Context: an optimization exercise on an open-source flow, tuned for small area, a short achievable clock period and few clock cycles. The choices shown serve that exercise and are no tape-out recipe.
For this run, only the layout was checked, not whether the RTL still works.
Power and IR drop assume default switching activity.

[flow/run.sh]
#!/bin/bash
# synth_recipe.tcl (not shown) runs the flow's synth.tcl, then flattens the netlist and writes it again
# the make line also repeats each setting of config.mk as NAME=value (left out here)
make -C /OpenROAD-flow-scripts/flow DESIGN_CONFIG=/design/flow/config.mk WORK_HOME=/design/flow/orfs CLKGATE_MAP_FILE= SYNTH_SCRIPT=/design/flow/synth_recipe.tcl finish
[flow/constraint.sdc]
create_clock -name core_clock -period 7.0 [get_ports {clk}]
set_input_delay 1.4000 -clock core_clock [delete_from_list [all_inputs] [get_ports {clk}]]
set_output_delay 1.4000 -clock core_clock [all_outputs]
set_load 0.01 [all_outputs]
[flow/design.v]
package phi_copy_sequencer_pkg;
    localparam int unsigned DEF_ID_W = 16;
    localparam logic [DEF_ID_W-1:0] DEF_TEMP_ID = 16'hFFFF;
endpackage
module copy_ready_picker #(
    parameter int unsigned N = 8
) (
    input  logic [N-1:0]        req,
    input  logic [N-1:0][N-1:0] older,
    output logic [N-1:0]        gnt,
    output logic                any
);
    always_comb begin
        for (int s = 0; s < int'(N); s++)
            gnt[s] = req[s] && !(|(req & older[s]));
        any = |req;
    end
endmodule
module phi_copy_sequencer
#(
    parameter int unsigned     ID_W       = phi_copy_sequencer_pkg::DEF_ID_W,
    parameter int unsigned     MAX_COPIES = 8,
    parameter logic [ID_W-1:0] TEMP_ID    = ID_W'(phi_copy_sequencer_pkg::DEF_TEMP_ID)
) (
    input  logic            clk,
    input  logic            rst,
    input  logic            in_valid,
    output logic            in_ready,
    input  logic [ID_W-1:0] in_dest,
    input  logic [ID_W-1:0] in_src,
    input  logic            in_last,
    output logic            out_valid,
    input  logic            out_ready,
    output logic [ID_W-1:0] out_dest,
    output logic [ID_W-1:0] out_src,
    output logic            out_last,
    output logic            out_nop,
    output logic            err_overflow,
    output logic            err_dup
);
    localparam int unsigned S    = MAX_COPIES;           
    localparam int unsigned TW   = 2;                    
    localparam int unsigned NCTX = 1 << TW;
    localparam int unsigned CW   = $clog2(MAX_COPIES + 1);
    logic [S-1:0]                 v;         
    logic [S-1:0]                 sv;        
    logic [S-1:0]                 tmp;       
    logic [S-1:0][TW-1:0]         tg;        
    logic [S-1:0][ID_W-1:0]       dest, src;
    logic [S-1:0][S-1:0]          rd;        
    logic [S-1:0][S-1:0]          yng;       
    logic [S-1:0]                 occ;       
    logic [TW-1:0]                in_tag;    
    logic [TW-1:0]                e_tag;     
    logic [NCTX-1:0]              done;      
    logic [NCTX-1:0][CW-1:0]      cnt;       
    logic [NCTX-1:0]              f_ovf, f_dup;
    logic [S-1:0] same_c, eq_dd, eq_sd, eq_ds, dupm, alloc;
    logic         acc, self_cp, dup_hit, full, ins, dupw, ovf_set;
    assign acc = in_valid && in_ready;
    always_comb begin
        for (int s = 0; s < int'(S); s++) begin
            same_c[s] = v[s] && (tg[s] == in_tag);
            eq_dd[s]  = (dest[s] == in_dest);
            eq_sd[s]  = (src[s]  == in_dest);
            eq_ds[s]  = (dest[s] == in_src);
        end
        dupm    = same_c & eq_dd;
        dup_hit = |dupm;
        self_cp = (in_dest == in_src);
        full    = (cnt[in_tag] == CW'(MAX_COPIES));
        ins     = acc && !self_cp && !dup_hit && !full;
        dupw    = acc && !self_cp && dup_hit;
        ovf_set = acc && !self_cp && !dup_hit && full;
        alloc   = ~v & (v + S'(1));            
    end
    logic [S-1:0]        em, blocked, ready, sel_r, sel_v, sel;
    logic [S-1:0][S-1:0] older;
    logic                any_r, any_v, act, is_nop, is_last, adv;
    logic                fire, mv, sav, fin;
    always_comb begin
        for (int s = 0; s < int'(S); s++) begin
            em[s]      = v[s] && (tg[s] == e_tag);
            blocked[s] = !sv[s] && |(rd[s] & v);
            for (int r = 0; r < int'(S); r++)
                older[s][r] = (r < s) ? yng[r][s] : (r > s) ? !yng[s][r] : 1'b0;
        end
        ready = em & ~blocked;
    end
    copy_ready_picker #(.N(S)) u_pick_r (.req(ready), .older(older), .gnt(sel_r), .any(any_r));
    copy_ready_picker #(.N(S)) u_pick_v (.req(em),    .older(older), .gnt(sel_v), .any(any_v));
    assign act     = done[e_tag];
    assign is_nop  = (cnt[e_tag] == '0);
    assign is_last = (cnt[e_tag] == CW'(1));
    assign adv     = !out_valid || out_ready;
    assign fire    = act && adv;
    assign mv      = fire && !is_nop && any_r;
    assign sav     = fire && !is_nop && !any_r;
    assign fin     = fire && (is_nop || (any_r && is_last));
    assign sel     = any_r ? sel_r : sel_v;
    logic [TW-1:0]   in_tag_nxt;
    logic [NCTX-1:0] done_nxt;
    logic [S-1:0]    occ_nxt;
    assign in_tag_nxt = (acc && in_last) ? in_tag + TW'(1) : in_tag;
    always_comb begin
        for (int k = 0; k < int'(NCTX); k++)
            done_nxt[k] = (done[k] || (acc && in_last && in_tag == TW'(k))) && !(fin && e_tag == TW'(k));
        if (ins && !mv)      occ_nxt = {occ[S-2:0], 1'b1};
        else if (mv && !ins) occ_nxt = {1'b0, occ[S-1:1]};
        else                 occ_nxt = occ;
    end
    always_ff @(posedge clk or posedge rst) begin
        if (rst) begin
            in_tag   <= '0;
            in_ready <= 1'b1;
            occ      <= '0;
        end else begin
            in_tag   <= in_tag_nxt;
            occ      <= occ_nxt;
            in_ready <= !done_nxt[in_tag_nxt] &&
                        (!occ_nxt[S-1] || cnt[in_tag_nxt] == CW'(MAX_COPIES));
        end
    end
    function automatic logic [S-1:0] rd_col(input int j);
        for (int i = 0; i < int'(S); i++) rd_col[i] = rd[i][j];
    endfunction
    always_ff @(posedge clk or posedge rst) begin
        if (rst) v <= '0;
        else     v <= (v & ~(mv ? sel_r : '0)) | (ins ? alloc : '0);
    end
    always_ff @(posedge clk) begin
        for (int s = 0; s < int'(S); s++) begin
            if (alloc[s]) begin
                tg[s]   <= in_tag;
                dest[s] <= in_dest;
                sv[s]   <= 1'b0;
                tmp[s]  <= 1'b0;
            end else if (sav) begin
                if (sel_v[s]) sv[s] <= 1'b1;
                if (|(sel_v & rd_col(s)) && v[s]) tmp[s] <= 1'b1;
            end
            if (alloc[s] || (dupw && dupm[s])) src[s] <= in_src;
            for (int j = 0; j < int'(S); j++) begin
                if (j != s) begin
                    if (alloc[j] || (dupw && dupm[j])) rd[s][j] <= eq_ds[s] && same_c[s];
                    else if (alloc[s])                 rd[s][j] <= eq_sd[j] && same_c[j];
                    if (j > s) begin
                        if (alloc[j])      yng[s][j] <= 1'b1;
                        else if (alloc[s]) yng[s][j] <= 1'b0;
                    end
                end
            end
        end
    end
    always_ff @(posedge clk or posedge rst) begin
        if (rst) begin
            done  <= '0;
            cnt   <= '0;
            f_ovf <= '0;
            f_dup <= '0;
            e_tag <= '0;
        end else begin
            done <= done_nxt;
            for (int k = 0; k < int'(NCTX); k++) begin
                cnt[k] <= cnt[k] + CW'(ins && in_tag == TW'(k)) - CW'(mv && e_tag == TW'(k));
                if (fin && e_tag == TW'(k)) begin
                    f_ovf[k] <= 1'b0;
                    f_dup[k] <= 1'b0;
                end else begin
                    if (ovf_set && in_tag == TW'(k)) f_ovf[k] <= 1'b1;
                    if (dupw    && in_tag == TW'(k)) f_dup[k] <= 1'b1;
                end
            end
            if (fin) e_tag <= e_tag + TW'(1);
        end
    end
    logic [ID_W-1:0] d_mux, s_mux;
    logic            t_mux;
    always_comb begin
        d_mux = '0;
        s_mux = '0;
        t_mux = 1'b0;
        for (int s = 0; s < int'(S); s++) begin
            d_mux |= sel[s] ? dest[s] : '0;
            s_mux |= sel[s] ? src[s]  : '0;
            t_mux |= sel[s] & tmp[s];
        end
    end
    always_ff @(posedge clk or posedge rst) begin
        if (rst) out_valid <= 1'b0;
        else if (adv) out_valid <= act;
    end
    always_ff @(posedge clk) begin
        if (adv) begin
            out_dest     <= (is_nop || any_r) ? d_mux : TEMP_ID;
            out_src      <= (is_nop || any_r) ? (t_mux ? TEMP_ID : s_mux) : d_mux;
            out_last     <= is_nop || (any_r && is_last);
            out_nop      <= is_nop;
            err_overflow <= f_ovf[e_tag];
            err_dup      <= f_dup[e_tag];
        end
    end
endmodule
[flow/config.mk]
export PLATFORM = sky130hd
export DESIGN_NAME = phi_copy_sequencer
export DESIGN_NICKNAME = phi_copy_sequencer
export VERILOG_FILES = /design/flow/design.v
export SDC_FILE = /design/flow/constraint.sdc
export NUM_CORES = 4
export LEC_CHECK = 0
export CAP_MARGIN = 20
export CORE_MARGIN = 2
export CORE_UTILIZATION = 30
export SETUP_SLACK_MARGIN = 4.5
export SLEW_MARGIN = 20
==> results.cfg <==
[timing]
finalWorstSetupSlack_ns = 3.343
final-setup-viol-count = 0
setup_tns_ns = 0
rsz0062_at_grt = true
worst_slew_pin_slew_ns = 0.8467
period_share = 0.5225
final_period_minus_worst_setup_slack_ns = 3.657
final_hold_slack_ns = 0.4836
timing_hold_violations_final = 0
clock_skew_ns = 0.06171
timing.max_slew.rel_slack = 0.4308
timing.final.max_slew_violations = 0
fmax_mhz = 273.4

[floorplan]
placement_rows = 104
initial_utilization = 0.3015
top_level_ports = 75
fp.dieW_um = 287.8
die_h_um = 287.8
core_area_um2 = 80160
fp.dieArea_um2 = 82840

[global_routing]
grt_remaining_overflow = 0
grt.total_usage = 0.2632
antenna_violations_before_repair = 5
grt_start_max_net_pins = 33
first_global_vias = 20979
first_pass_grt_wire_length_um = 156100

[power]
power.density_cell_area_nw_per_um2 = 573.7
p_leak_nw = 12.55
total_power_mw = 20.12
power.ir.vdd_worst_v = 0.0003293

[place]
gp_congestion = 0.9946
port_buffers = 74
place_hpwl_um = 67190
detailedPlace.worstSlack_ns = 1.181
post_dp_cell_area_um2 = 26830

[detailed_routing]
route.detailed.drc = 0
vias_per_cell = 6.039
drt-total-wl_um = 114000
final_antenna_net_count = 0
vias = 21310
post_drt_wl_per_cell_um = 32.29
drt_iter0_drc = 3409
detail_route.first_pass.iterations = 6

[final_layout]
commonest_non_fill_non_tap_cells_in_the_layout = 364 x edfxtp_1, 325 x xnor2_1, 197 x buf_4
multi_input_comb_area_um2 = 13050
post-route-cell-area_um2 = 35070
layout_net_count = 2495
area_delta_synth_final_pct = 45.12
mostFrequentLayoutCell = edfxtp_1
final-seq-area_um2 = 13090
fillers = 7236
final_layout_size_suffix_gt1_frac = 0.3999

[yosys]
synth-seq-cells = 458
synth-async-reset-ratio = 0.1092
syn_inst = 2037
postSynthAreaPerCell_um2 = 11.86
synth_enable_flop_cells = 364
yosys_warnings = 10
combined_area_of_all_synthesized_cells_um2 = 24170
postSynthNetCount = 2104
most_used_flip_flop_cell_after_synthesis = edfxtp_1
synth.distinct_cells = 81
seq_area_frac_synth = 0.5406

[clock_network]
clk_lat_worst_skew_ns = 0.66
clock_tree.htree_level_count = 2
number_of_buffers_added_by_the_clock_tree_synthesis_step = 50
clock_path_buffers = 3
cts.root.buffer_cell = clkbuf_16
cts_tree = done
clkSlewWorstSetupHoldPaths_ns = 0.06
clock_sinks = 458

[run]
max-cap-violations = 0

[critical_path]
startpoint_type = register
worstPathArrival_ns = 3.98
critical_path.max_fanout = 32
critPathRequiredTime_ns = 7.33
endpoint_kind = register
type_of_the_setup_path_with_the_least_slack = reg2reg

[outcome]
outcome = finished clean

[min_path]
min_path_type = reg2reg
[sequential cells by signal, summed over array words and instances, names as in the netlist, 2 cells and up]
name      flops
out_src      16
e_tag         2
sv            8
f_dup         4
dest        128
older        28
occ           8
tmp           8
done          4
out_dest     16
in_tag        2
v             8
f_ovf         4
rd           56
tg           16
cnt          16
src         128
[layer usage]
layer  track usage  share of wire  up-vias
met5             0        0.00033        -
met4        0.1578          0.079        6
met3       0.08906           0.13      546
met2        0.4041           0.43     1702
met1        0.3196           0.36    10594
li1              -              -     8462
[synthesized netlist by cell type (all sizes together) (4+ instances only)]
master / n / area share
xnor2: 358 / 0.13
nand4: 124 / 0.032
o32a: 4 / 0.0017
a2111oi: 6 / 0.0050
nor4b: 4 / 0.0014
edfxtp: 364 / 0.45
buf: 59 / 0.016
dfrtp: 49 / 0.051
a221oi: 13 / 0.0050
a221o: 5 / 0.0021
a41oi: 4 / 0.0014
xor2: 88 / 0.032
mux4: 6 / 0.0056
or3: 5 / 0.0013
a222oi: 17 / 0.0070
nand2b: 16 / 0.0041
nand4b: 5 / 0.0018
nand3: 57 / 0.012
o21ai: 83 / 0.017
a21o: 5 / 0.0016
inv: 69 / 0.011
and3: 16 / 0.0043
a2bb2o: 4 / 0.0029
a31oi: 5 / 0.0013
o22a: 14 / 0.0051
a32o: 5 / 0.0021
and2: 12 / 0.0031
o2111ai: 11 / 0.0040
nor2: 47 / 0.0073
nand2: 131 / 0.021
clkbuf: 71 / 0.011
ha: 26 / 0.013
nor4: 39 / 0.010
dfxtp: 44 / 0.036
fa: 4 / 0.0033
a21oi: 50 / 0.010
a22oi: 131 / 0.041
nor3: 10 / 0.0025
a31o: 6 / 0.0022
a22o: 23 / 0.0083
o22ai: 5 / 0.0013
[timing repair]
action | in CTS | in global routing
resized for setup | 815 | 201
setup buffers | 218 | 76
cloned | 38 | 4
hold buffers | 0 | 0
pin swaps | 152 | 84
endpoints found under the setup margin | 499 | 458
[path summary, 6_finish.rpt]
path | startpoint | to | slack, ns | cells after the start
setup / recovery | v[0] | out_src[0] | 3.34 | 11
hold / removal | sv[4] | sv[4] | 0.48 | 2
setup reg to reg | v[0] | out_src[0] | 3.34 | 11
hold reg to reg | sv[4] | sv[4] | 0.48 | 2
max in group asynchronous | rst | in_ready | 5.23 | 3
min in group asynchronous | rst | cnt[5] | 1.18 | 2
[critical path, stage by stage, from the launching register on]
cell      delay [ns]
dfrtp_1         0.41
buf_12          0.16
a222oi_1        0.46
a31o_2          0.33
buf_6           0.13
nand2_4         0.08
o221a_4         0.29
a32o_2          0.30
buf_12          0.22
a22o_1          0.26
a221o_1         0.27
o32a_1          0.41
[per-stage QoR]
step,util,cells
2_1_floorplan,-,2037
3_3_place_gp,0.3344,3099
3_5_place_dp,0.3347,3100
4_1_cts,0.4190,3448
5_1_grt,0.4375,3529
6_report,0.4375,3529
[final cells by class]
| type | count | share of cell area |
|---|---|---|
| inverter | 71 | 0.01013 |
| antenna | 1 | 0.00007135 |
| multi-input combinational | 1386 | 0.3722 |
| tap | 1060 | 0.03782 |
| sequential | 458 | 0.3734 |
| clock inverter | 33 | 0.01160 |
| timing repair buffer | 461 | 0.1579 |
| clock buffer | 59 | 0.03693 |
[logic make-up (layout without fill, tap and decap cells)]
| family | after synthesis | after routing | synth area share |
|---|---|---|---|
| AOI/OAI and AO/OA | 415 | 420 | 0.1287 |
| xor gates and xnor gates | 446 | 446 | 0.1638 |
| and+or+nand+nor | 480 | 483 | 0.1064 |
| buffers and inverters | 201 | 624 | 0.03774 |
| muxes | 7 | 7 | 0.006006 |
| DFF | 458 | 458 | 0.5406 |
| adders and majority gates | 30 | 30 | 0.01677 |
| other | 0 | 1 | 0 |
[power breakdown]
part           internal [mW]  total [mW]  switching, mW  leakage, nW
logic                   5.11        12.1           6.99         7.40
clock network           1.60        2.84           1.25        0.816
registers               4.24        5.18          0.937         4.33
total                   10.9        20.1           9.17         12.5

## separate check: timing with driven ports
No port has a modelled driver above. Below, the same layout with a new extraction and two added sets of constraints.
Step 1 (the two cells are an assumption about what drives the block):
set clk [get_ports {clk}]
set_driving_cell -lib_cell sky130_fd_sc_hd__clkbuf_16 $clk
set_driving_cell -lib_cell sky130_fd_sc_hd__buf_2 [delete_from_list [all_inputs] $clk]
Step 2 also shifts input and output timing later by t, the mid clock arrival at the registers, as if the neighbouring blocks saw the same clock.
Slacks: ideal ports / drivers / drivers and shift; pairs: ideal ports / drivers.
shift t [ns]: 0.696
slack for setup (ns): 3.343 / 3.343 / 2.709
worst register clock-pin slew, ns: 0.08 / 0.08
pins driven straight from the clock port: 1
After both steps setup and hold are still met in this run. The setup slack of this run moves by 0.000 ns with the drivers and by -0.634 ns with both steps.
